Background: an optimization exercise with open tools, aiming at small area, a short achievable clock period and few clock cycles. Do not read the settings as production practice.
The RTL was checked by simulation tests, not by an equivalence proof against the original design.

==> flow/run.sh <==
#!/bin/bash
# synth_recipe.tcl (not shown) runs the flow's synth.tcl, then flattens the netlist and writes it again
# the make line also repeats each setting of config.mk as NAME=value (left out here)
make -C /OpenROAD-flow-scripts/flow DESIGN_CONFIG=/design/flow/config.mk WORK_HOME=/design/flow/orfs CLKGATE_MAP_FILE= SYNTH_SCRIPT=/design/flow/synth_recipe.tcl finish
==> flow/config.mk <==
export PLATFORM = sky130hd
export DESIGN_NAME = fc_mvm_par
export DESIGN_NICKNAME = fc_mvm_par
export VERILOG_FILES = /design/flow/design.v
export SDC_FILE = /design/flow/constraint.sdc
export NUM_CORES = 4
export LEC_CHECK = 0
export CAP_MARGIN = 20
export CORE_MARGIN = 2
export CORE_UTILIZATION = 40
export SLEW_MARGIN = 20
==> flow/constraint.sdc <==
create_clock -name core_clock -period 9.0 [get_ports {clk}]
set_input_delay 1.8000 -clock core_clock [delete_from_list [all_inputs] [get_ports {clk}]]
set_output_delay 1.8000 -clock core_clock [all_outputs]
set_load 0.01 [all_outputs]
==> flow/design.v <==
package fc_pkg;
  localparam int ACC_W = 35;
endpackage
module fc_mac_lane (
  input  logic        clk,
  input  logic        first,      
  input  logic [7:0]  one,        
  input  logic [7:0]  two,        
  input  logic [7:0]  neg,        
  input  logic [15:0] w,
  output logic [15:0] result      
);
  logic [34:0] acc_s, acc_c, acc_s_in, acc_c_in, acc_s_nx, acc_c_nx, sum;
  logic [16:0] wx1, wx2;
  logic [16:0] pp0;
  logic [16:0] pp1;
  logic [16:0] pp2;
  logic [16:0] pp3;
  logic [16:0] pp4;
  logic [16:0] pp5;
  logic [16:0] pp6;
  logic [16:0] pp7;
  assign wx1 = {w[15], w};
  assign wx2 = {w, 1'b0};
  assign pp0 = (({17{one[0]}} & wx1) | ({17{two[0]}} & wx2)) ^ {17{neg[0]}};
  assign pp1 = (({17{one[1]}} & wx1) | ({17{two[1]}} & wx2)) ^ {17{neg[1]}};
  assign pp2 = (({17{one[2]}} & wx1) | ({17{two[2]}} & wx2)) ^ {17{neg[2]}};
  assign pp3 = (({17{one[3]}} & wx1) | ({17{two[3]}} & wx2)) ^ {17{neg[3]}};
  assign pp4 = (({17{one[4]}} & wx1) | ({17{two[4]}} & wx2)) ^ {17{neg[4]}};
  assign pp5 = (({17{one[5]}} & wx1) | ({17{two[5]}} & wx2)) ^ {17{neg[5]}};
  assign pp6 = (({17{one[6]}} & wx1) | ({17{two[6]}} & wx2)) ^ {17{neg[6]}};
  assign pp7 = (({17{one[7]}} & wx1) | ({17{two[7]}} & wx2)) ^ {17{neg[7]}};
  assign acc_s_in = first ? '0 : acc_s;
  assign acc_c_in = first ? '0 : acc_c;
  logic fs0, fc0, fs1, fc1, fs2, fc2, fs3, fc3, fs4, fc4, fs5, fc5, fs6, fc6, fs7, fc7, fs8, fc8, fs9, fc9, fs10, fc10, fs11, fc11, fs12, fc12, fs13, fc13, fs14, fc14, fs15, fc15, fs16, fc16, fs17, fc17, fs18, fc18, fs19, fc19, fs20, fc20, fs21, fc21, fs22, fc22, fs23, fc23, fs24, fc24, fs25, fc25, fs26, fc26, fs27, fc27, fs28, fc28, fs29, fc29, fs30, fc30, fs31, fc31, fs32, fc32, fs33, fc33, fs34, fc34, fs35, fc35, fs36, fc36, fs37, fc37, fs38, fc38, fs39, fc39, fs40, fc40, fs41, fc41, fs42, fc42, fs43, fc43, fs44, fc44, fs45, fc45, fs46, fc46, fs47, fc47, fs48, fc48, fs49, fc49, fs50, fc50, fs51, fc51, fs52, fc52, fs53, fc53, fs54, fc54, fs55, fc55, fs56, fc56, fs57, fc57, fs58, fc58, fs59, fc59, fs60, fc60, fs61, fc61, fs62, fc62, fs63, fc63, fs64, fc64, fs65, fc65, fs66, fc66, fs67, fc67, fs68, fc68, fs69, fc69, fs70, fc70, fs71, fc71, fs72, fc72, fs73, fc73, fs74, fc74, fs75, fc75, fs76, fc76, fs77, fc77, fs78, fc78, fs79, fc79, fs80, fc80, fs81, fc81, fs82, fc82, fs83, fc83, fs84, fc84, fs85, fc85, fs86, fc86, fs87, fc87, fs88, fc88, fs89, fc89, fs90, fc90, fs91, fc91, fs92, fc92, fs93, fc93, fs94, fc94, fs95, fc95, fs96, fc96, fs97, fc97, fs98, fc98, fs99, fc99, fs100, fc100, fs101, fc101, fs102, fc102, fs103, fc103, fs104, fc104, fs105, fc105, fs106, fc106, fs107, fc107, fs108, fc108, fs109, fc109, fs110, fc110, fs111, fc111, fs112, fc112, fs113, fc113, fs114, fc114, fs115, fc115, fs116, fc116, fs117, fc117, fs118, fc118, fs119, fc119, fs120, fc120, fs121, fc121, fs122, fc122, fs123, fc123, fs124, fc124, fs125, fc125, fs126, fc126, fs127, fc127, fs128, fc128, fs129, fc129, fs130, fc130, fs131, fc131, fs132, fc132, fs133, fc133, fs134, fc134, fs135, fc135, fs136, fc136, fs137, fc137, fs138, fc138, fs139, fc139, fs140, fc140, fs141, fc141, fs142, fc142, fs143, fc143, fs144, fc144, fs145, fc145, fs146, fc146, fs147, fc147, fs148, fc148, fs149, fc149, fs150, fc150, fs151, fc151, fs152, fc152, fs153, fc153, fs154, fc154, fs155, fc155, fs156, fc156, fs157, fc157, fs158, fc158, fs159, fc159, fs160, fc160, fs161, fc161, fs162, fc162, fs163, fc163, fs164, fc164, fs165, fc165;
  assign fs0 = acc_s_in[0] ^ acc_c_in[0] ^ neg[0];
  assign fc0 = (acc_s_in[0] & acc_c_in[0]) | (neg[0] & (acc_s_in[0] ^ acc_c_in[0]));
  assign fs1 = acc_s_in[1] ^ acc_c_in[1] ^ pp0[1];
  assign fc1 = (acc_s_in[1] & acc_c_in[1]) | (pp0[1] & (acc_s_in[1] ^ acc_c_in[1]));
  assign fs2 = acc_s_in[2] ^ acc_c_in[2] ^ neg[1];
  assign fc2 = (acc_s_in[2] & acc_c_in[2]) | (neg[1] & (acc_s_in[2] ^ acc_c_in[2]));
  assign fs3 = pp0[2] ^ pp1[0] ^ fs2;
  assign fc3 = (pp0[2] & pp1[0]) | (fs2 & (pp0[2] ^ pp1[0]));
  assign fs4 = acc_s_in[3] ^ acc_c_in[3] ^ pp0[3];
  assign fc4 = (acc_s_in[3] & acc_c_in[3]) | (pp0[3] & (acc_s_in[3] ^ acc_c_in[3]));
  assign fs5 = pp1[1] ^ fc2 ^ fs4;
  assign fc5 = (pp1[1] & fc2) | (fs4 & (pp1[1] ^ fc2));
  assign fs6 = acc_s_in[4] ^ acc_c_in[4] ^ neg[2];
  assign fc6 = (acc_s_in[4] & acc_c_in[4]) | (neg[2] & (acc_s_in[4] ^ acc_c_in[4]));
  assign fs7 = pp0[4] ^ pp1[2] ^ pp2[0];
  assign fc7 = (pp0[4] & pp1[2]) | (pp2[0] & (pp0[4] ^ pp1[2]));
  assign fs8 = fs6 ^ fc4 ^ fs7;
  assign fc8 = (fs6 & fc4) | (fs7 & (fs6 ^ fc4));
  assign fs9 = acc_s_in[5] ^ acc_c_in[5] ^ pp0[5];
  assign fc9 = (acc_s_in[5] & acc_c_in[5]) | (pp0[5] & (acc_s_in[5] ^ acc_c_in[5]));
  assign fs10 = pp1[3] ^ pp2[1] ^ fc6;
  assign fc10 = (pp1[3] & pp2[1]) | (fc6 & (pp1[3] ^ pp2[1]));
  assign fs11 = fc7 ^ fs9 ^ fs10;
  assign fc11 = (fc7 & fs9) | (fs10 & (fc7 ^ fs9));
  assign fs12 = acc_s_in[6] ^ acc_c_in[6] ^ neg[3];
  assign fc12 = (acc_s_in[6] & acc_c_in[6]) | (neg[3] & (acc_s_in[6] ^ acc_c_in[6]));
  assign fs13 = pp0[6] ^ pp1[4] ^ pp2[2];
  assign fc13 = (pp0[6] & pp1[4]) | (pp2[2] & (pp0[6] ^ pp1[4]));
  assign fs14 = pp3[0] ^ fs12 ^ fc9;
  assign fc14 = (pp3[0] & fs12) | (fc9 & (pp3[0] ^ fs12));
  assign fs15 = fs13 ^ fc10 ^ fs14;
  assign fc15 = (fs13 & fc10) | (fs14 & (fs13 ^ fc10));
  assign fs16 = acc_s_in[7] ^ acc_c_in[7] ^ pp0[7];
  assign fc16 = (acc_s_in[7] & acc_c_in[7]) | (pp0[7] & (acc_s_in[7] ^ acc_c_in[7]));
  assign fs17 = pp1[5] ^ pp2[3] ^ pp3[1];
  assign fc17 = (pp1[5] & pp2[3]) | (pp3[1] & (pp1[5] ^ pp2[3]));
  assign fs18 = fc12 ^ fc13 ^ fs16;
  assign fc18 = (fc12 & fc13) | (fs16 & (fc12 ^ fc13));
  assign fs19 = fs17 ^ fc14 ^ fs18;
  assign fc19 = (fs17 & fc14) | (fs18 & (fs17 ^ fc14));
  assign fs20 = acc_s_in[8] ^ acc_c_in[8] ^ neg[4];
  assign fc20 = (acc_s_in[8] & acc_c_in[8]) | (neg[4] & (acc_s_in[8] ^ acc_c_in[8]));
  assign fs21 = pp0[8] ^ pp1[6] ^ pp2[4];
  assign fc21 = (pp0[8] & pp1[6]) | (pp2[4] & (pp0[8] ^ pp1[6]));
  assign fs22 = pp3[2] ^ pp4[0] ^ fs20;
  assign fc22 = (pp3[2] & pp4[0]) | (fs20 & (pp3[2] ^ pp4[0]));
  assign fs23 = fc16 ^ fc17 ^ fs21;
  assign fc23 = (fc16 & fc17) | (fs21 & (fc16 ^ fc17));
  assign fs24 = fs22 ^ fc18 ^ fs23;
  assign fc24 = (fs22 & fc18) | (fs23 & (fs22 ^ fc18));
  assign fs25 = acc_s_in[9] ^ acc_c_in[9] ^ pp0[9];
  assign fc25 = (acc_s_in[9] & acc_c_in[9]) | (pp0[9] & (acc_s_in[9] ^ acc_c_in[9]));
  assign fs26 = pp1[7] ^ pp2[5] ^ pp3[3];
  assign fc26 = (pp1[7] & pp2[5]) | (pp3[3] & (pp1[7] ^ pp2[5]));
  assign fs27 = pp4[1] ^ fc20 ^ fc21;
  assign fc27 = (pp4[1] & fc20) | (fc21 & (pp4[1] ^ fc20));
  assign fs28 = fs25 ^ fs26 ^ fc22;
  assign fc28 = (fs25 & fs26) | (fc22 & (fs25 ^ fs26));
  assign fs29 = fc23 ^ fs27 ^ fs28;
  assign fc29 = (fc23 & fs27) | (fs28 & (fc23 ^ fs27));
  assign fs30 = acc_s_in[10] ^ acc_c_in[10] ^ neg[5];
  assign fc30 = (acc_s_in[10] & acc_c_in[10]) | (neg[5] & (acc_s_in[10] ^ acc_c_in[10]));
  assign fs31 = pp0[10] ^ pp1[8] ^ pp2[6];
  assign fc31 = (pp0[10] & pp1[8]) | (pp2[6] & (pp0[10] ^ pp1[8]));
  assign fs32 = pp3[4] ^ pp4[2] ^ pp5[0];
  assign fc32 = (pp3[4] & pp4[2]) | (pp5[0] & (pp3[4] ^ pp4[2]));
  assign fs33 = fs30 ^ fc25 ^ fc26;
  assign fc33 = (fs30 & fc25) | (fc26 & (fs30 ^ fc25));
  assign fs34 = fs31 ^ fs32 ^ fc27;
  assign fc34 = (fs31 & fs32) | (fc27 & (fs31 ^ fs32));
  assign fs35 = fs33 ^ fc28 ^ fs34;
  assign fc35 = (fs33 & fc28) | (fs34 & (fs33 ^ fc28));
  assign fs36 = acc_s_in[11] ^ acc_c_in[11] ^ pp0[11];
  assign fc36 = (acc_s_in[11] & acc_c_in[11]) | (pp0[11] & (acc_s_in[11] ^ acc_c_in[11]));
  assign fs37 = pp1[9] ^ pp2[7] ^ pp3[5];
  assign fc37 = (pp1[9] & pp2[7]) | (pp3[5] & (pp1[9] ^ pp2[7]));
  assign fs38 = pp4[3] ^ pp5[1] ^ fc30;
  assign fc38 = (pp4[3] & pp5[1]) | (fc30 & (pp4[3] ^ pp5[1]));
  assign fs39 = fc31 ^ fc32 ^ fs36;
  assign fc39 = (fc31 & fc32) | (fs36 & (fc31 ^ fc32));
  assign fs40 = fs37 ^ fs38 ^ fc33;
  assign fc40 = (fs37 & fs38) | (fc33 & (fs37 ^ fs38));
  assign fs41 = fs39 ^ fc34 ^ fs40;
  assign fc41 = (fs39 & fc34) | (fs40 & (fs39 ^ fc34));
  assign fs42 = acc_s_in[12] ^ acc_c_in[12] ^ neg[6];
  assign fc42 = (acc_s_in[12] & acc_c_in[12]) | (neg[6] & (acc_s_in[12] ^ acc_c_in[12]));
  assign fs43 = pp0[12] ^ pp1[10] ^ pp2[8];
  assign fc43 = (pp0[12] & pp1[10]) | (pp2[8] & (pp0[12] ^ pp1[10]));
  assign fs44 = pp3[6] ^ pp4[4] ^ pp5[2];
  assign fc44 = (pp3[6] & pp4[4]) | (pp5[2] & (pp3[6] ^ pp4[4]));
  assign fs45 = pp6[0] ^ fs42 ^ fc36;
  assign fc45 = (pp6[0] & fs42) | (fc36 & (pp6[0] ^ fs42));
  assign fs46 = fc37 ^ fs43 ^ fs44;
  assign fc46 = (fc37 & fs43) | (fs44 & (fc37 ^ fs43));
  assign fs47 = fc38 ^ fc39 ^ fs45;
  assign fc47 = (fc38 & fc39) | (fs45 & (fc38 ^ fc39));
  assign fs48 = fs46 ^ fc40 ^ fs47;
  assign fc48 = (fs46 & fc40) | (fs47 & (fs46 ^ fc40));
  assign fs49 = acc_s_in[13] ^ acc_c_in[13] ^ pp0[13];
  assign fc49 = (acc_s_in[13] & acc_c_in[13]) | (pp0[13] & (acc_s_in[13] ^ acc_c_in[13]));
  assign fs50 = pp1[11] ^ pp2[9] ^ pp3[7];
  assign fc50 = (pp1[11] & pp2[9]) | (pp3[7] & (pp1[11] ^ pp2[9]));
  assign fs51 = pp4[5] ^ pp5[3] ^ pp6[1];
  assign fc51 = (pp4[5] & pp5[3]) | (pp6[1] & (pp4[5] ^ pp5[3]));
  assign fs52 = fc42 ^ fc43 ^ fc44;
  assign fc52 = (fc42 & fc43) | (fc44 & (fc42 ^ fc43));
  assign fs53 = fs49 ^ fs50 ^ fs51;
  assign fc53 = (fs49 & fs50) | (fs51 & (fs49 ^ fs50));
  assign fs54 = fc45 ^ fc46 ^ fs52;
  assign fc54 = (fc45 & fc46) | (fs52 & (fc45 ^ fc46));
  assign fs55 = fs53 ^ fc47 ^ fs54;
  assign fc55 = (fs53 & fc47) | (fs54 & (fs53 ^ fc47));
  assign fs56 = acc_s_in[14] ^ acc_c_in[14] ^ neg[7];
  assign fc56 = (acc_s_in[14] & acc_c_in[14]) | (neg[7] & (acc_s_in[14] ^ acc_c_in[14]));
  assign fs57 = pp0[14] ^ pp1[12] ^ pp2[10];
  assign fc57 = (pp0[14] & pp1[12]) | (pp2[10] & (pp0[14] ^ pp1[12]));
  assign fs58 = pp3[8] ^ pp4[6] ^ pp5[4];
  assign fc58 = (pp3[8] & pp4[6]) | (pp5[4] & (pp3[8] ^ pp4[6]));
  assign fs59 = pp6[2] ^ pp7[0] ^ fs56;
  assign fc59 = (pp6[2] & pp7[0]) | (fs56 & (pp6[2] ^ pp7[0]));
  assign fs60 = fc49 ^ fc50 ^ fc51;
  assign fc60 = (fc49 & fc50) | (fc51 & (fc49 ^ fc50));
  assign fs61 = fs57 ^ fs58 ^ fc52;
  assign fc61 = (fs57 & fs58) | (fc52 & (fs57 ^ fs58));
  assign fs62 = fs59 ^ fc53 ^ fs60;
  assign fc62 = (fs59 & fc53) | (fs60 & (fs59 ^ fc53));
  assign fs63 = fc54 ^ fs61 ^ fs62;
  assign fc63 = (fc54 & fs61) | (fs62 & (fc54 ^ fs61));
  assign fs64 = acc_s_in[15] ^ acc_c_in[15] ^ pp0[15];
  assign fc64 = (acc_s_in[15] & acc_c_in[15]) | (pp0[15] & (acc_s_in[15] ^ acc_c_in[15]));
  assign fs65 = pp1[13] ^ pp2[11] ^ pp3[9];
  assign fc65 = (pp1[13] & pp2[11]) | (pp3[9] & (pp1[13] ^ pp2[11]));
  assign fs66 = pp4[7] ^ pp5[5] ^ pp6[3];
  assign fc66 = (pp4[7] & pp5[5]) | (pp6[3] & (pp4[7] ^ pp5[5]));
  assign fs67 = pp7[1] ^ fc56 ^ fc57;
  assign fc67 = (pp7[1] & fc56) | (fc57 & (pp7[1] ^ fc56));
  assign fs68 = fc58 ^ fs64 ^ fs65;
  assign fc68 = (fc58 & fs64) | (fs65 & (fc58 ^ fs64));
  assign fs69 = fs66 ^ fc59 ^ fc60;
  assign fc69 = (fs66 & fc59) | (fc60 & (fs66 ^ fc59));
  assign fs70 = fs67 ^ fs68 ^ fc61;
  assign fc70 = (fs67 & fs68) | (fc61 & (fs67 ^ fs68));
  assign fs71 = fc62 ^ fs69 ^ fs70;
  assign fc71 = (fc62 & fs69) | (fs70 & (fc62 ^ fs69));
  assign fs72 = 1'b1 ^ acc_s_in[16] ^ acc_c_in[16];
  assign fc72 = (1'b1 & acc_s_in[16]) | (acc_c_in[16] & (1'b1 ^ acc_s_in[16]));
  assign fs73 = ~pp0[16] ^ pp1[14] ^ pp2[12];
  assign fc73 = (~pp0[16] & pp1[14]) | (pp2[12] & (~pp0[16] ^ pp1[14]));
  assign fs74 = pp3[10] ^ pp4[8] ^ pp5[6];
  assign fc74 = (pp3[10] & pp4[8]) | (pp5[6] & (pp3[10] ^ pp4[8]));
  assign fs75 = pp6[4] ^ pp7[2] ^ fs72;
  assign fc75 = (pp6[4] & pp7[2]) | (fs72 & (pp6[4] ^ pp7[2]));
  assign fs76 = fc64 ^ fc65 ^ fc66;
  assign fc76 = (fc64 & fc65) | (fc66 & (fc64 ^ fc65));
  assign fs77 = fs73 ^ fs74 ^ fc67;
  assign fc77 = (fs73 & fs74) | (fc67 & (fs73 ^ fs74));
  assign fs78 = fs75 ^ fc68 ^ fs76;
  assign fc78 = (fs75 & fc68) | (fs76 & (fs75 ^ fc68));
  assign fs79 = fc69 ^ fs77 ^ fs78;
  assign fc79 = (fc69 & fs77) | (fs78 & (fc69 ^ fs77));
  assign fs80 = fc70 ^ fs79 ^ fc71;
  assign fc80 = (fc70 & fs79) | (fc71 & (fc70 ^ fs79));
  assign fs81 = 1'b1 ^ acc_s_in[17] ^ acc_c_in[17];
  assign fc81 = (1'b1 & acc_s_in[17]) | (acc_c_in[17] & (1'b1 ^ acc_s_in[17]));
  assign fs82 = pp1[15] ^ pp2[13] ^ pp3[11];
  assign fc82 = (pp1[15] & pp2[13]) | (pp3[11] & (pp1[15] ^ pp2[13]));
  assign fs83 = pp4[9] ^ pp5[7] ^ pp6[5];
  assign fc83 = (pp4[9] & pp5[7]) | (pp6[5] & (pp4[9] ^ pp5[7]));
  assign fs84 = pp7[3] ^ fc72 ^ fs81;
  assign fc84 = (pp7[3] & fc72) | (fs81 & (pp7[3] ^ fc72));
  assign fs85 = fc73 ^ fc74 ^ fs82;
  assign fc85 = (fc73 & fc74) | (fs82 & (fc73 ^ fc74));
  assign fs86 = fs83 ^ fc75 ^ fc76;
  assign fc86 = (fs83 & fc75) | (fc76 & (fs83 ^ fc75));
  assign fs87 = fs84 ^ fs85 ^ fc77;
  assign fc87 = (fs84 & fs85) | (fc77 & (fs84 ^ fs85));
  assign fs88 = fc78 ^ fs86 ^ fs87;
  assign fc88 = (fc78 & fs86) | (fs87 & (fc78 ^ fs86));
  assign fs89 = fc79 ^ fs88 ^ fc80;
  assign fc89 = (fc79 & fs88) | (fc80 & (fc79 ^ fs88));
  assign fs90 = acc_s_in[18] ^ acc_c_in[18] ^ ~pp1[16];
  assign fc90 = (acc_s_in[18] & acc_c_in[18]) | (~pp1[16] & (acc_s_in[18] ^ acc_c_in[18]));
  assign fs91 = pp2[14] ^ pp3[12] ^ pp4[10];
  assign fc91 = (pp2[14] & pp3[12]) | (pp4[10] & (pp2[14] ^ pp3[12]));
  assign fs92 = pp5[8] ^ pp6[6] ^ pp7[4];
  assign fc92 = (pp5[8] & pp6[6]) | (pp7[4] & (pp5[8] ^ pp6[6]));
  assign fs93 = fc81 ^ fc82 ^ fc83;
  assign fc93 = (fc81 & fc82) | (fc83 & (fc81 ^ fc82));
  assign fs94 = fs90 ^ fs91 ^ fs92;
  assign fc94 = (fs90 & fs91) | (fs92 & (fs90 ^ fs91));
  assign fs95 = fc84 ^ fc85 ^ fs93;
  assign fc95 = (fc84 & fc85) | (fs93 & (fc84 ^ fc85));
  assign fs96 = fs94 ^ fc86 ^ fs95;
  assign fc96 = (fs94 & fc86) | (fs95 & (fs94 ^ fc86));
  assign fs97 = fc87 ^ fs96 ^ fc88;
  assign fc97 = (fc87 & fs96) | (fc88 & (fc87 ^ fs96));
  assign fs98 = 1'b1 ^ acc_s_in[19] ^ acc_c_in[19];
  assign fc98 = (1'b1 & acc_s_in[19]) | (acc_c_in[19] & (1'b1 ^ acc_s_in[19]));
  assign fs99 = pp2[15] ^ pp3[13] ^ pp4[11];
  assign fc99 = (pp2[15] & pp3[13]) | (pp4[11] & (pp2[15] ^ pp3[13]));
  assign fs100 = pp5[9] ^ pp6[7] ^ pp7[5];
  assign fc100 = (pp5[9] & pp6[7]) | (pp7[5] & (pp5[9] ^ pp6[7]));
  assign fs101 = fs98 ^ fc90 ^ fc91;
  assign fc101 = (fs98 & fc90) | (fc91 & (fs98 ^ fc90));
  assign fs102 = fc92 ^ fs99 ^ fs100;
  assign fc102 = (fc92 & fs99) | (fs100 & (fc92 ^ fs99));
  assign fs103 = fc93 ^ fc94 ^ fs101;
  assign fc103 = (fc93 & fc94) | (fs101 & (fc93 ^ fc94));
  assign fs104 = fs102 ^ fc95 ^ fs103;
  assign fc104 = (fs102 & fc95) | (fs103 & (fs102 ^ fc95));
  assign fs105 = fc96 ^ fs104 ^ fc97;
  assign fc105 = (fc96 & fs104) | (fc97 & (fc96 ^ fs104));
  assign fs106 = acc_s_in[20] ^ acc_c_in[20] ^ ~pp2[16];
  assign fc106 = (acc_s_in[20] & acc_c_in[20]) | (~pp2[16] & (acc_s_in[20] ^ acc_c_in[20]));
  assign fs107 = pp3[14] ^ pp4[12] ^ pp5[10];
  assign fc107 = (pp3[14] & pp4[12]) | (pp5[10] & (pp3[14] ^ pp4[12]));
  assign fs108 = pp6[8] ^ pp7[6] ^ fc98;
  assign fc108 = (pp6[8] & pp7[6]) | (fc98 & (pp6[8] ^ pp7[6]));
  assign fs109 = fc99 ^ fc100 ^ fs106;
  assign fc109 = (fc99 & fc100) | (fs106 & (fc99 ^ fc100));
  assign fs110 = fs107 ^ fs108 ^ fc101;
  assign fc110 = (fs107 & fs108) | (fc101 & (fs107 ^ fs108));
  assign fs111 = fc102 ^ fs109 ^ fc103;
  assign fc111 = (fc102 & fs109) | (fc103 & (fc102 ^ fs109));
  assign fs112 = fs110 ^ fc104 ^ fs111;
  assign fc112 = (fs110 & fc104) | (fs111 & (fs110 ^ fc104));
  assign fs113 = 1'b1 ^ acc_s_in[21] ^ acc_c_in[21];
  assign fc113 = (1'b1 & acc_s_in[21]) | (acc_c_in[21] & (1'b1 ^ acc_s_in[21]));
  assign fs114 = pp3[15] ^ pp4[13] ^ pp5[11];
  assign fc114 = (pp3[15] & pp4[13]) | (pp5[11] & (pp3[15] ^ pp4[13]));
  assign fs115 = pp6[9] ^ pp7[7] ^ fs113;
  assign fc115 = (pp6[9] & pp7[7]) | (fs113 & (pp6[9] ^ pp7[7]));
  assign fs116 = fc106 ^ fc107 ^ fs114;
  assign fc116 = (fc106 & fc107) | (fs114 & (fc106 ^ fc107));
  assign fs117 = fc108 ^ fs115 ^ fc109;
  assign fc117 = (fc108 & fs115) | (fc109 & (fc108 ^ fs115));
  assign fs118 = fs116 ^ fc110 ^ fs117;
  assign fc118 = (fs116 & fc110) | (fs117 & (fs116 ^ fc110));
  assign fs119 = fc111 ^ fs118 ^ fc112;
  assign fc119 = (fc111 & fs118) | (fc112 & (fc111 ^ fs118));
  assign fs120 = acc_s_in[22] ^ acc_c_in[22] ^ ~pp3[16];
  assign fc120 = (acc_s_in[22] & acc_c_in[22]) | (~pp3[16] & (acc_s_in[22] ^ acc_c_in[22]));
  assign fs121 = pp4[14] ^ pp5[12] ^ pp6[10];
  assign fc121 = (pp4[14] & pp5[12]) | (pp6[10] & (pp4[14] ^ pp5[12]));
  assign fs122 = pp7[8] ^ fc113 ^ fc114;
  assign fc122 = (pp7[8] & fc113) | (fc114 & (pp7[8] ^ fc113));
  assign fs123 = fs120 ^ fs121 ^ fc115;
  assign fc123 = (fs120 & fs121) | (fc115 & (fs120 ^ fs121));
  assign fs124 = fc116 ^ fs122 ^ fs123;
  assign fc124 = (fc116 & fs122) | (fs123 & (fc116 ^ fs122));
  assign fs125 = fc117 ^ fs124 ^ fc118;
  assign fc125 = (fc117 & fs124) | (fc118 & (fc117 ^ fs124));
  assign fs126 = 1'b1 ^ acc_s_in[23] ^ acc_c_in[23];
  assign fc126 = (1'b1 & acc_s_in[23]) | (acc_c_in[23] & (1'b1 ^ acc_s_in[23]));
  assign fs127 = pp4[15] ^ pp5[13] ^ pp6[11];
  assign fc127 = (pp4[15] & pp5[13]) | (pp6[11] & (pp4[15] ^ pp5[13]));
  assign fs128 = pp7[9] ^ fs126 ^ fc120;
  assign fc128 = (pp7[9] & fs126) | (fc120 & (pp7[9] ^ fs126));
  assign fs129 = fc121 ^ fs127 ^ fc122;
  assign fc129 = (fc121 & fs127) | (fc122 & (fc121 ^ fs127));
  assign fs130 = fs128 ^ fc123 ^ fs129;
  assign fc130 = (fs128 & fc123) | (fs129 & (fs128 ^ fc123));
  assign fs131 = fc124 ^ fs130 ^ fc125;
  assign fc131 = (fc124 & fs130) | (fc125 & (fc124 ^ fs130));
  assign fs132 = acc_s_in[24] ^ acc_c_in[24] ^ ~pp4[16];
  assign fc132 = (acc_s_in[24] & acc_c_in[24]) | (~pp4[16] & (acc_s_in[24] ^ acc_c_in[24]));
  assign fs133 = pp5[14] ^ pp6[12] ^ pp7[10];
  assign fc133 = (pp5[14] & pp6[12]) | (pp7[10] & (pp5[14] ^ pp6[12]));
  assign fs134 = fc126 ^ fc127 ^ fs132;
  assign fc134 = (fc126 & fc127) | (fs132 & (fc126 ^ fc127));
  assign fs135 = fs133 ^ fc128 ^ fs134;
  assign fc135 = (fs133 & fc128) | (fs134 & (fs133 ^ fc128));
  assign fs136 = fc129 ^ fs135 ^ fc130;
  assign fc136 = (fc129 & fs135) | (fc130 & (fc129 ^ fs135));
  assign fs137 = 1'b1 ^ acc_s_in[25] ^ acc_c_in[25];
  assign fc137 = (1'b1 & acc_s_in[25]) | (acc_c_in[25] & (1'b1 ^ acc_s_in[25]));
  assign fs138 = pp5[15] ^ pp6[13] ^ pp7[11];
  assign fc138 = (pp5[15] & pp6[13]) | (pp7[11] & (pp5[15] ^ pp6[13]));
  assign fs139 = fs137 ^ fc132 ^ fc133;
  assign fc139 = (fs137 & fc132) | (fc133 & (fs137 ^ fc132));
  assign fs140 = fs138 ^ fc134 ^ fs139;
  assign fc140 = (fs138 & fc134) | (fs139 & (fs138 ^ fc134));
  assign fs141 = fc135 ^ fs140 ^ fc136;
  assign fc141 = (fc135 & fs140) | (fc136 & (fc135 ^ fs140));
  assign fs142 = acc_s_in[26] ^ acc_c_in[26] ^ ~pp5[16];
  assign fc142 = (acc_s_in[26] & acc_c_in[26]) | (~pp5[16] & (acc_s_in[26] ^ acc_c_in[26]));
  assign fs143 = pp6[14] ^ pp7[12] ^ fc137;
  assign fc143 = (pp6[14] & pp7[12]) | (fc137 & (pp6[14] ^ pp7[12]));
  assign fs144 = fc138 ^ fs142 ^ fs143;
  assign fc144 = (fc138 & fs142) | (fs143 & (fc138 ^ fs142));
  assign fs145 = fc139 ^ fs144 ^ fc140;
  assign fc145 = (fc139 & fs144) | (fc140 & (fc139 ^ fs144));
  assign fs146 = 1'b1 ^ acc_s_in[27] ^ acc_c_in[27];
  assign fc146 = (1'b1 & acc_s_in[27]) | (acc_c_in[27] & (1'b1 ^ acc_s_in[27]));
  assign fs147 = pp6[15] ^ pp7[13] ^ fs146;
  assign fc147 = (pp6[15] & pp7[13]) | (fs146 & (pp6[15] ^ pp7[13]));
  assign fs148 = fc142 ^ fc143 ^ fs147;
  assign fc148 = (fc142 & fc143) | (fs147 & (fc142 ^ fc143));
  assign fs149 = fc144 ^ fs148 ^ fc145;
  assign fc149 = (fc144 & fs148) | (fc145 & (fc144 ^ fs148));
  assign fs150 = acc_s_in[28] ^ acc_c_in[28] ^ ~pp6[16];
  assign fc150 = (acc_s_in[28] & acc_c_in[28]) | (~pp6[16] & (acc_s_in[28] ^ acc_c_in[28]));
  assign fs151 = pp7[14] ^ fc146 ^ fs150;
  assign fc151 = (pp7[14] & fc146) | (fs150 & (pp7[14] ^ fc146));
  assign fs152 = fc147 ^ fs151 ^ fc148;
  assign fc152 = (fc147 & fs151) | (fc148 & (fc147 ^ fs151));
  assign fs153 = 1'b1 ^ acc_s_in[29] ^ acc_c_in[29];
  assign fc153 = (1'b1 & acc_s_in[29]) | (acc_c_in[29] & (1'b1 ^ acc_s_in[29]));
  assign fs154 = pp7[15] ^ fs153 ^ fc150;
  assign fc154 = (pp7[15] & fs153) | (fc150 & (pp7[15] ^ fs153));
  assign fs155 = fc151 ^ fs154 ^ fc152;
  assign fc155 = (fc151 & fs154) | (fc152 & (fc151 ^ fs154));
  assign fs156 = acc_s_in[30] ^ acc_c_in[30] ^ ~pp7[16];
  assign fc156 = (acc_s_in[30] & acc_c_in[30]) | (~pp7[16] & (acc_s_in[30] ^ acc_c_in[30]));
  assign fs157 = fc153 ^ fs156 ^ fc154;
  assign fc157 = (fc153 & fs156) | (fc154 & (fc153 ^ fs156));
  assign fs158 = 1'b1 ^ acc_s_in[31] ^ acc_c_in[31];
  assign fc158 = (1'b1 & acc_s_in[31]) | (acc_c_in[31] & (1'b1 ^ acc_s_in[31]));
  assign fs159 = fs158 ^ fc156 ^ fc157;
  assign fc159 = (fs158 & fc156) | (fc157 & (fs158 ^ fc156));
  assign fs160 = 1'b1 ^ acc_s_in[32] ^ acc_c_in[32];
  assign fc160 = (1'b1 & acc_s_in[32]) | (acc_c_in[32] & (1'b1 ^ acc_s_in[32]));
  assign fs161 = fc158 ^ fs160 ^ fc159;
  assign fc161 = (fc158 & fs160) | (fc159 & (fc158 ^ fs160));
  assign fs162 = 1'b1 ^ acc_s_in[33] ^ acc_c_in[33];
  assign fc162 = (1'b1 & acc_s_in[33]) | (acc_c_in[33] & (1'b1 ^ acc_s_in[33]));
  assign fs163 = fc160 ^ fs162 ^ fc161;
  assign fc163 = (fc160 & fs162) | (fc161 & (fc160 ^ fs162));
  assign fs164 = 1'b1 ^ acc_s_in[34] ^ acc_c_in[34];
  assign fc164 = (1'b1 & acc_s_in[34]) | (acc_c_in[34] & (1'b1 ^ acc_s_in[34]));
  assign fs165 = fc162 ^ fs164 ^ fc163;
  assign fc165 = (fc162 & fs164) | (fc163 & (fc162 ^ fs164));
  assign acc_s_nx[0] = pp0[0];
  assign acc_c_nx[0] = fs0;
  assign acc_s_nx[1] = fc0;
  assign acc_c_nx[1] = fs1;
  assign acc_s_nx[2] = fc1;
  assign acc_c_nx[2] = fs3;
  assign acc_s_nx[3] = fc3;
  assign acc_c_nx[3] = fs5;
  assign acc_s_nx[4] = fc5;
  assign acc_c_nx[4] = fs8;
  assign acc_s_nx[5] = fc8;
  assign acc_c_nx[5] = fs11;
  assign acc_s_nx[6] = fc11;
  assign acc_c_nx[6] = fs15;
  assign acc_s_nx[7] = fc15;
  assign acc_c_nx[7] = fs19;
  assign acc_s_nx[8] = fc19;
  assign acc_c_nx[8] = fs24;
  assign acc_s_nx[9] = fc24;
  assign acc_c_nx[9] = fs29;
  assign acc_s_nx[10] = fc29;
  assign acc_c_nx[10] = fs35;
  assign acc_s_nx[11] = fc35;
  assign acc_c_nx[11] = fs41;
  assign acc_s_nx[12] = fc41;
  assign acc_c_nx[12] = fs48;
  assign acc_s_nx[13] = fc48;
  assign acc_c_nx[13] = fs55;
  assign acc_s_nx[14] = fc55;
  assign acc_c_nx[14] = fs63;
  assign acc_s_nx[15] = fc63;
  assign acc_c_nx[15] = fs71;
  assign acc_s_nx[16] = fs80;
  assign acc_c_nx[16] = 1'b0;
  assign acc_s_nx[17] = fs89;
  assign acc_c_nx[17] = 1'b0;
  assign acc_s_nx[18] = fc89;
  assign acc_c_nx[18] = fs97;
  assign acc_s_nx[19] = fs105;
  assign acc_c_nx[19] = 1'b0;
  assign acc_s_nx[20] = fc105;
  assign acc_c_nx[20] = fs112;
  assign acc_s_nx[21] = fs119;
  assign acc_c_nx[21] = 1'b0;
  assign acc_s_nx[22] = fc119;
  assign acc_c_nx[22] = fs125;
  assign acc_s_nx[23] = fs131;
  assign acc_c_nx[23] = 1'b0;
  assign acc_s_nx[24] = fc131;
  assign acc_c_nx[24] = fs136;
  assign acc_s_nx[25] = fs141;
  assign acc_c_nx[25] = 1'b0;
  assign acc_s_nx[26] = fc141;
  assign acc_c_nx[26] = fs145;
  assign acc_s_nx[27] = fs149;
  assign acc_c_nx[27] = 1'b0;
  assign acc_s_nx[28] = fc149;
  assign acc_c_nx[28] = fs152;
  assign acc_s_nx[29] = fs155;
  assign acc_c_nx[29] = 1'b0;
  assign acc_s_nx[30] = fc155;
  assign acc_c_nx[30] = fs157;
  assign acc_s_nx[31] = fs159;
  assign acc_c_nx[31] = 1'b0;
  assign acc_s_nx[32] = fs161;
  assign acc_c_nx[32] = 1'b0;
  assign acc_s_nx[33] = fs163;
  assign acc_c_nx[33] = 1'b0;
  assign acc_s_nx[34] = fs165;
  assign acc_c_nx[34] = 1'b0;
  always_ff @(posedge clk) begin
    acc_s <= acc_s_nx;
    acc_c <= acc_c_nx;
  end
  assign sum = acc_s + acc_c;
  always_comb begin
    if (sum[34])            result = 16'h0000;
    else if (|sum[33:15])  result = 16'h7fff;
    else                    result = {1'b0, sum[14:0]};
  end
endmodule
module fc_mvm_par #(
  parameter int M = 8,
  parameter int N = 8,
  parameter int T = 16,
  parameter int P = 2,
  parameter int R = 1
) (
  input  logic                     clk,
  input  logic                     reset,
  input  logic                     input_valid,
  output logic                     input_ready,
  input  logic [T-1:0]             input_data,
  output logic                     output_valid,
  input  logic                     output_ready,
  output logic [T-1:0]             output_data,
  input  logic                     w_wr_en,
  input  logic [$clog2(M*N)-1:0]   w_addr,
  input  logic [T-1:0]             w_data,
  output logic                     w_ready
);
  logic [15:0] w_mem [64];
  always_ff @(posedge clk) begin
    if (w_wr_en && w_ready) w_mem[w_addr] <= w_data;
  end
  logic [2:0]  x_cnt;             
  logic        sk_v;              
  logic [15:0] sk_d;
  logic [2:0]  sk_col;
  logic        xv;                
  logic [15:0] x_d;
  logic [2:0]  x_col;
  logic [7:0]  b_one, b_two, b_neg;    
  logic        s1_first, s1_last;
  logic [15:0] w_sel [8];
  logic        acc_done;          
  logic [15:0] q [9];             
  logic [3:0]  cnt;               
  logic [15:0] res [8];
  logic accept, fire, cp, acc_done_n, move, xfree, sk_v_n;
  logic [3:0] cnt_n;
  logic [2:0] x_cnt_n;
  assign accept  = input_valid & input_ready;
  assign fire    = output_valid & output_ready;
  assign cp      = acc_done & (cnt <= 4'd1);
  assign acc_done_n = (acc_done & ~cp) | s1_last;
  assign cnt_n   = cnt - {3'b0, fire} + (cp ? 4'd8 : 4'd0);
  assign move    = xv & ((x_col != 3'd0) | ~acc_done_n | (cnt_n <= 4'd1));
  assign xfree   = move | ~xv;
  assign sk_v_n  = (sk_v | accept) & ~xfree;
  assign x_cnt_n = x_cnt + {2'b0, accept};
  always_ff @(posedge clk or posedge reset) begin
    if (reset) begin
      x_cnt        <= '0;
      sk_v         <= 1'b0;
      xv           <= 1'b0;
      s1_first     <= 1'b0;
      s1_last      <= 1'b0;
      acc_done     <= 1'b0;
      cnt          <= '0;
      output_valid <= 1'b0;
      input_ready  <= 1'b0;
      w_ready      <= 1'b0;
    end else begin
      x_cnt        <= x_cnt_n;
      sk_v         <= sk_v_n;
      if (xfree) xv <= sk_v | accept;
      s1_first     <= move & (x_col == 3'd0);
      s1_last      <= move & (x_col == 3'd7);
      acc_done     <= acc_done_n;
      cnt          <= cnt_n;
      output_valid <= (cnt_n != 4'd0);
      input_ready  <= ~sk_v_n;
      w_ready      <= (x_cnt_n == 3'd0) & ~sk_v_n;
    end
  end
  always_ff @(posedge clk) begin
    if (accept & ~xfree) begin
      sk_d   <= input_data;
      sk_col <= x_cnt;
    end
    if (xfree) begin
      x_d   <= sk_v ? sk_d : input_data;
      x_col <= sk_v ? sk_col : x_cnt;
    end
  end
  always_ff @(posedge clk) begin
    for (int i = 0; i < 8; i++) begin
      logic b2, b1, b0;
      b2 = x_d[2*i+1];
      b1 = x_d[2*i];
      b0 = (i == 0) ? 1'b0 : x_d[2*i-1];
      b_one[i] <= move & (b1 ^ b0);
      b_two[i] <= move & ((b2 & ~b1 & ~b0) | (~b2 & b1 & b0));
      b_neg[i] <= move & b2;
    end
    for (int r = 0; r < 8; r++) w_sel[r] <= w_mem[{r[2:0], x_col}];
  end
  for (genvar r = 0; r < 8; r++) begin : g_row
    fc_mac_lane u_lane (
      .clk    (clk),
      .first  (s1_first),
      .one    (b_one),
      .two    (b_two),
      .neg    (b_neg),
      .w      (w_sel[r]),
      .result (res[r])
    );
  end
  logic keep0;
  assign keep0 = (cnt == 4'd1) & ~fire;
  always_ff @(posedge clk or posedge reset) begin
    if (reset) q[0] <= '0;
    else if (cp & ~keep0) q[0] <= res[0];
    else if (fire) q[0] <= q[1];
  end
  always_ff @(posedge clk) begin
    for (int k = 1; k < 9; k++) begin
      if (cp) begin
        if (keep0) q[k] <= res[k-1];
        else if (k < 8) q[k] <= res[k];
      end else if (fire) begin
        if (k < 8) q[k] <= q[k+1];
      end
    end
  end
  assign output_data = q[0];
endmodule
==> flow_summary.yaml, run 1 <==
sta:
  skew_ns: 0.104
  max_slew_margin_pct: 12.4
  min_period_ns: 5.61
  clock.fmax_mhz: 178
  rsz0062_at_grt: "false"
  hold_violations: 0
  setup_violations: 0
  tns_ns: 0
  worstMarginPinSlew_ns: 1.30
  drv_slew: 0
  min_period_over_period_pct: 62.3
logic_synthesis:
  yosysUniqueCellTypes: 96
  ys_ff_latch: 1828
  synth_ff_type: "edfxtp_1"
  yosysWarningCount: 7
  synth.mux.area_fraction_pct: 6.17
  synth_compound_area_share_pct: 11.3
  synth.avg_cell_area_sq_um: 11.6
  synth_top_area_cell: "edfxtp_1"
  synth_area_sq_um: 126000
  synthDominantCellAreaShare_pct: 28.2
  netlist_instances: 10879
  async_flop_share_pct: 1.64
  seq_area_frac_synth_pct: 38.6
  synth_top_family_by_area: "adder cells"
  synth-simple-area-share_pct: 7.14
  synthAdderAreaFrac_pct: 21.5
  synth_xor_area_share_pct: 8.76
  synth_edf_count: 1182
  synth.area.top_cells: "edfxtp_1, fa_1, dfxtp_1"
  synth_nets: 12343
worst_setup_path:
  path_class: "reg2reg"
  startpoint_type: "flop"
  arrival_ns: 6.13
  critPathRequiredTime_ns: 9.52
  crit_path_end_kind: "flop"
  crit_fanout: 20
min_path:
  hp-class: "reg2reg"
global_route:
  antenna_found_initial: 29
  grt_max_degree: 159
  grt_pass1_vias: 89509
  grt_first_pass_wirelength_mm: 588
  grt_usage_pct: 24.5
  overflow: 0
clocking:
  cts.path.max_buffers: 4
  cts_tree: "built"
  ctsHoldBuffers: 0
  cts.clk_slew.worst_paths_ns: 0.06
  ctsHtreeMaxLevel: 4
  root_buffer: "clkbuf_16"
  ctsResizeCount: 0
  clock_latency_ns: 0.92
  cts_setup_buffers: 0
  cts_sinks: 1828
  cts_buffers: 207
cells_and_area:
  final_nets: 11884
  layout-drive-gt1-share_pct: 9.87
  syn_to_final_growth_pct: 8.98
  post-route-util_pct: 43.9
  fillCellCount: 28603
placed_design:
  dpl.hpwl_mm: 261
  place.gp.congestion: 0.934
  place.port_buffers: 60
floorplanning:
  num_rows: 205
  placeableCoreArea_sq_um: 312000
  dieArea_sq_um: 319000
  dieWidth_microns: 565
  initial_utilization_pct: 40.3
  io_pins: 62
  die_y_microns: 565
flow_run:
  max-cap-violations: 0
outcome:
  status: "timing/DRC/antenna clean"
route:
  via_count: 85432
  routedWlPerCell_microns: 26.7
  routed_wl_mm: 393
  drc: 0
  ant_nets: 0
  via_per_inst: 5.80
  drt_iter0_markers: 9103
  drt_pass1_iterations: 7
-- layout make-up --
class / instances / area, sq um / area share [%]
multi-input cells: 6865 / 69100 / 50.4
flip-flops and latches: 1828 / 48700 / 35.5
clock buffers: 269 / 5660 / 4.13
well taps: 4140 / 5180 / 3.78
inverters: 1273 / 4800 / 3.50
repair buffers: 245 / 2200 / 1.61
clock inverters: 104 / 1490 / 1.09
diodes: 16 / 40.0 / 0.0292
-- cell usage after synthesis, types with 245 or more instances --
cell / number
clkbuf_1: 746
dfxtp_1: 616
edfxtp_1: 1182
xnor2_1: 959
a21oi_1: 245
fa_1: 1233
nor2_1: 294
inv_1: 1269
mux4_2: 256
a22oi_1: 997
nand2_1: 454
xor2_1: 300
nand2b_1: 272
-- through the flow --
stage | hold WS, ns | area, sq um | std cells | setup WS, ns
final | 0.444 | 137000 | 14740 | 3.39
after CTS | 0.448 | 137000 | 14723 | 3.48
after global placement | 0.460 | 130000 | 14350 | 3.22
after floorplan | 0.401 | 126000 | 10879 | 3.98
after global routing | 0.465 | 137000 | 14735 | 3.25
after detailed placement | 0.438 | 130000 | 14350 | 3.23
-- metal layers --
layer  share of wire [%]  up-vias  track usage (%)
li1                    -    36427                -
met1                  41    44084             32.6
met2                  45     3982             38.2
met3                 8.8      919             5.36
met4                 5.2       20             11.3
met5               0.042        -                0
-- logic make-up (layout without fill, tap and decap cells) --
kind of cell               after synthesis  count (layout)
AOI/OAI and AO/OA                     2001            2001
xor gates and xnor gates              1259            1259
adders and majority gates             1421            1421
buffers and inverters                 2186            1891
DFF                                   1828            1828
muxes                                  436             436
other                                    1              17
and+or+nand+nor                       1747            1747
-- layout by cell type (no fill, tap or decap), drive strengths merged, types with 32 or more instances in the layout --
cell type	synthesis	final
a21o	55	55
inv	1273	1279
and2	38	38
edfxtp	1182	1182
o211ai	65	65
buf	167	201
a21oi	245	245
a22oi	997	997
clkinv	0	59
clkbuf	746	269
nand2	455	455
nand2b	272	272
ha	188	188
dfxtp	616	616
clkdlybuf4s50	0	44
nor2	294	294
fa	1233	1233
and3	35	35
a31oi	62	62
xor2	300	300
xnor2	959	959
nor3	73	73
nor2b	232	232
mux2	156	156
o21a	32	32
o21ai	204	204
nand3	104	104
mux4	256	256
or3	36	36
nand4	82	82
bufinv	0	34
-- registers in the layout, summed over array words and instances, names as in the netlist --
signal,flops
g_row.u_lane.acc_c,184
x_d,16
s1_first,1
b_two,8
w_sel,128
w_ready,1
x_cnt,3
g_row.u_lane.acc_s,280
xv,1
b_one,8
input_ready,1
w_mem,1024
output_valid,1
b_neg,8
sk_d,16
x_col,3
cnt,4
s1_last,1
sk_col,3
q,135
acc_done,1
sk_v,1
-- worst max-delay path, stage by stage (launching register included) --
cell,delay [ns]
dfxtp_1,0.32
ha_1,0.44
a21oi_1,0.46
o21ai_0,0.16
a211oi_1,0.63
a21boi_0,0.27
or3_1,0.36
a211o_1,0.29
nor4_1,0.34
nand4_1,0.13
or3_1,0.71
o21ai_0,0.77
o2111ai_1,0.32
-- path summary, 6_finish.rpt --
| path | from | endpoint | slack [ns] | depth (start not counted) |
|---|---|---|---|---|
| max reg2reg | g_row[6].u_lane.acc_c[14] | q[6][10] | 3.39 | 12 |
| min reg2reg | x_d[0] | b_two[0] | 0.44 | 1 |
| min | x_d[0] | b_two[0] | 0.44 | 1 |
| min in group asynchronous | reset | x_cnt[1] | 1.37 | 2 |
| max | g_row[6].u_lane.acc_c[14] | q[6][10] | 3.39 | 12 |
| max in group asynchronous | reset | q[0][1] | 7.06 | 2 |
Testbench counts, summed over its fixed seeds: cycles 1,624.
==> inputs of run 2 (changes only) <==
--- a/flow/config.mk
+++ b/flow/config.mk
@@ -6,6 +6,8 @@
 export NUM_CORES = 4
 export LEC_CHECK = 0
+export ABC_CLOCK_PERIOD_IN_PS = 3500
 export CAP_MARGIN = 20
 export CORE_MARGIN = 2
-export CORE_UTILIZATION = 40
+export CORE_UTILIZATION = 50
+export SETUP_SLACK_MARGIN = 5
 export SLEW_MARGIN = 20
==> flow_summary.yaml, run 2 <==
cells_and_area:
  largest_register_ff_count: 1024
  fillCellCount: 19826
  top_register: "w_mem"
  multiInputGateArea_sq_um: 73500
  largestRegisters: "w_mem x1024, g_row.u_lane.acc_s x280, g_row.u_lane.acc_c x184"
  final_cell_mix: "edfxtp_1, inv_1, fa_1"
  syn_to_final_growth_pct: 19.7
  final-seq-area_sq_um: 48900
  layout-drive-gt1-share_pct: 24.6
  final_nets: 12507
  layout_commonest_cell: "edfxtp_1"
logic_synthesis:
  synth_area_sq_um: 126000
  yosys.cell_count.top_type: "inv_1"
  synth_common_cells: "inv_1, fa_1, edfxtp_1"
  yosysUniqueCellTypes: 96
  synth_nets: 12343
  seq_area_frac_synth_pct: 38.6
  ys_ff_latch: 1828
  synth_edf_count: 1182
  synth.avg_cell_area_sq_um: 11.6
  yosysWarningCount: 7
  synth.area.top_cells: "edfxtp_1, fa_1, dfxtp_1"
  synth_top_area_cell: "edfxtp_1"
  async_flop_share_pct: 1.64
  synthDominantCellAreaShare_pct: 28.2
  netlist_instances: 10879
  synth_ff_type: "edfxtp_1"
worst_setup_path:
  r2r_cells: 15
  startpoint_type: "flop"
  crit_chain: "buf_12, buf_12, buf_12, buf_16, buf_4, buf_4, a22oi_2, xnor2_1, fa_2, fa_2, inv_2, fa_1, fa_2, fa_2, fa_1"
  path_class: "reg2reg"
  critical_path.max_stage_delay_ns: 0.47
  crit_path_end_kind: "flop"
  reg2reg_to: "g_row[2].u_lane.acc_s[23]"
  cp_slowest_cell: "fa_1"
  crit_fanout: 8
  path_common_cell: "fa_2"
  r2r-start: "b_one[5]"
  ff2ff_setup_slack_ns: 4.76
  arrival_ns: 4.99
  critPathRequiredTime_ns: 9.75
sta:
  hold_violations: 0
  drv_slew: 0
  clock.fmax_mhz: 236
  setup_ws_ns: 4.76
  max_slew_margin_pct: 14.3
  setup_violations: 0
  min_period_ns: 4.24
  worstMarginPinSlew_ns: 1.28
  skew_ns: 0.0985
  min_period_over_period_pct: 47.1
  tns_ns: 0
  rsz0062_at_grt: "true"
route:
  drc: 0
  routed_wl_mm: 480
  via_count: 93166
  routedWlPerCell_microns: 32.9
  drt_pass1_iterations: 9
  via_per_inst: 6.39
  ant_nets: 0
  drt_iter0_markers: 11908
floorplanning:
  num_rows: 184
  placeableCoreArea_sq_um: 251000
  die_y_microns: 506
  dieWidth_microns: 506
  io_pins: 62
  dieArea_sq_um: 256000
  initial_utilization_pct: 50.2
min_path:
  hold_start: "x_d[0]"
  hp-class: "reg2reg"
  worstHoldPathCells: 1
  hold_end: "b_two[0]"
clocking:
  clock_latency_ns: 0.94
  cts_sinks: 1828
  cts.clk_slew.worst_paths_ns: 0.06
  ctsHtreeMaxLevel: 4
  cts.path.max_buffers: 3
  cts_buffers: 202
  ctsHoldBuffers: 0
  cts_tree: "built"
  root_buffer: "clkbuf_16"
placed_design:
  place.gp.congestion: 0.938
  dpl.hpwl_mm: 261
  place.port_buffers: 60
  place_ws_ns: 3.53
global_route:
  antenna_found_initial: 43
  grt_first_pass_wirelength_mm: 674
  grt_max_degree: 133
  grt_pass1_vias: 93840
  grt_usage_pct: 36.5
  overflow: 0
flow_run:
  max-cap-violations: 0
outcome:
  status: "timing/DRC/antenna clean"
## run 2: cell counts after synthesis
No cell type changed its count.
## run 2: cell families (layout without fill, tap and decap cells)
group,count (synthesis),count (layout),share of synthesized area [%]
xor+xnor,1259,1259,8.76
fa+ha+maj,1421,1421,21.5
simple gates,1747,1758,7.14
mux,436,436,6.17
flops,1828,1828,38.6
other cells,1,18,0.00298
compound gates,2001,2001,11.3
buf+inv,2186,2518,6.56
## run 2: through the flow
stage / std cells / hold WS, ns / instance area, sq um / utilization, %
global placement: 13565 / 0.455 / 129000 / 51.5
CTS: 14420 / 0.464 / 147000 / 58.6
finish: 14587 / 0.472 / 151000 / 60.1
global route: 14572 / 0.480 / 151000 / 60.0
detailed placement: 13565 / 0.456 / 129000 / 51.5
floorplan: 10879 / 0.401 / 127000 / -
## run 2: final cells by class
| cell class | count | share of cell area [%] |
|---|---|---|
| clock buffer | 257 | 3.62 |
| timing repair buffer | 853 | 7.97 |
| clock inverter | 126 | 1.12 |
| tap | 3348 | 2.78 |
| sequential | 1828 | 32.4 |
| multi-input combinational | 6876 | 48.8 |
| antenna | 17 | 0.0282 |
| inverter | 1273 | 3.23 |
| timing repair inverter | 9 | 0.0515 |
## run 2: critical path, delay by kind of cell, from the launching register on
family	cells	cell delay, ns
AO/OA/AOI/OAI	1	0.19
XOR/XNOR	1	0.13
adder cells (fa/ha/maj)	6	2.36
buffers and inverters	7	0.99
flip-flops	1	0.36
## run 2: worst max-delay path by stage
stage	from	endpoint	slack, ns	cells past startpoint
after floorplan	b_neg[2]	g_row[0].u_lane.acc_s[17]	4.92	12
after global placement	g_row[3].u_lane.acc_c[0]	q[4][1]	3.50	13
after detailed placement	g_row[3].u_lane.acc_c[0]	q[4][1]	3.53	13
after CTS	b_one[4]	g_row[2].u_lane.acc_s[19]	4.83	13
after global routing	b_one[2]	g_row[3].u_lane.acc_s[19]	4.70	14
final	b_one[5]	g_row[2].u_lane.acc_s[23]	4.76	15
## run 2: metal layers
metal  track usage, %  up-vias  wire [microns]  share of wire [%]
met5                0        -             257              0.054
met4             22.3       30           39200                8.2
met3             12.6     1808           62100                 13
met2             53.4     6111          204000                 42
met1             46.7    47405          175000                 36
li1                 -    37812               -                  -
## run 2: timing repair
| action | CTS | global route |
|---|---|---|
| resized for setup | 1018 | 593 |
| endpoints found under the hold margin | 0 | 0 |
| pin swaps | 379 | 298 |
| cloned | 113 | 23 |
| buffers inserted | 359 | 127 |
| setup endpoints to repair | 482 | 359 |

## re-timing with driven ports
How much do the figures lean on ideal ports? The routed layouts below were timed once more, with nothing changed but the port constraints. Step 1 (the two cells are an assumption about what drives the block):
set clk [get_ports {clk}]
set_driving_cell -lib_cell sky130_fd_sc_hd__clkbuf_16 $clk
set_driving_cell -lib_cell sky130_fd_sc_hd__buf_2 [delete_from_list [all_inputs] $clk]
Step 2, shift: input delay + t, output delay - t, t = (earliest + latest rising clock arrival at the registers) / 2. This alone moves slack from input paths to output paths. Slacks: ideal ports / drivers / drivers and shift; pairs: ideal ports / drivers.
run	t (ns)	setup WS [ns]	hold WS [ns]	worst register clock-pin slew, ns
run 1	0.979	3.391 / 3.391 / 3.265	0.444 / 0.444 / 0.444	0.07 / 0.07
run 2	0.985	4.757 / 4.757 / 4.185	0.472 / 0.472 / 0.472	0.07 / 0.07
After both steps setup and hold are still met in every run listed. The setup slack of run 2, which loses most, moves by 0.000 ns with the drivers and by -0.572 ns with both steps.
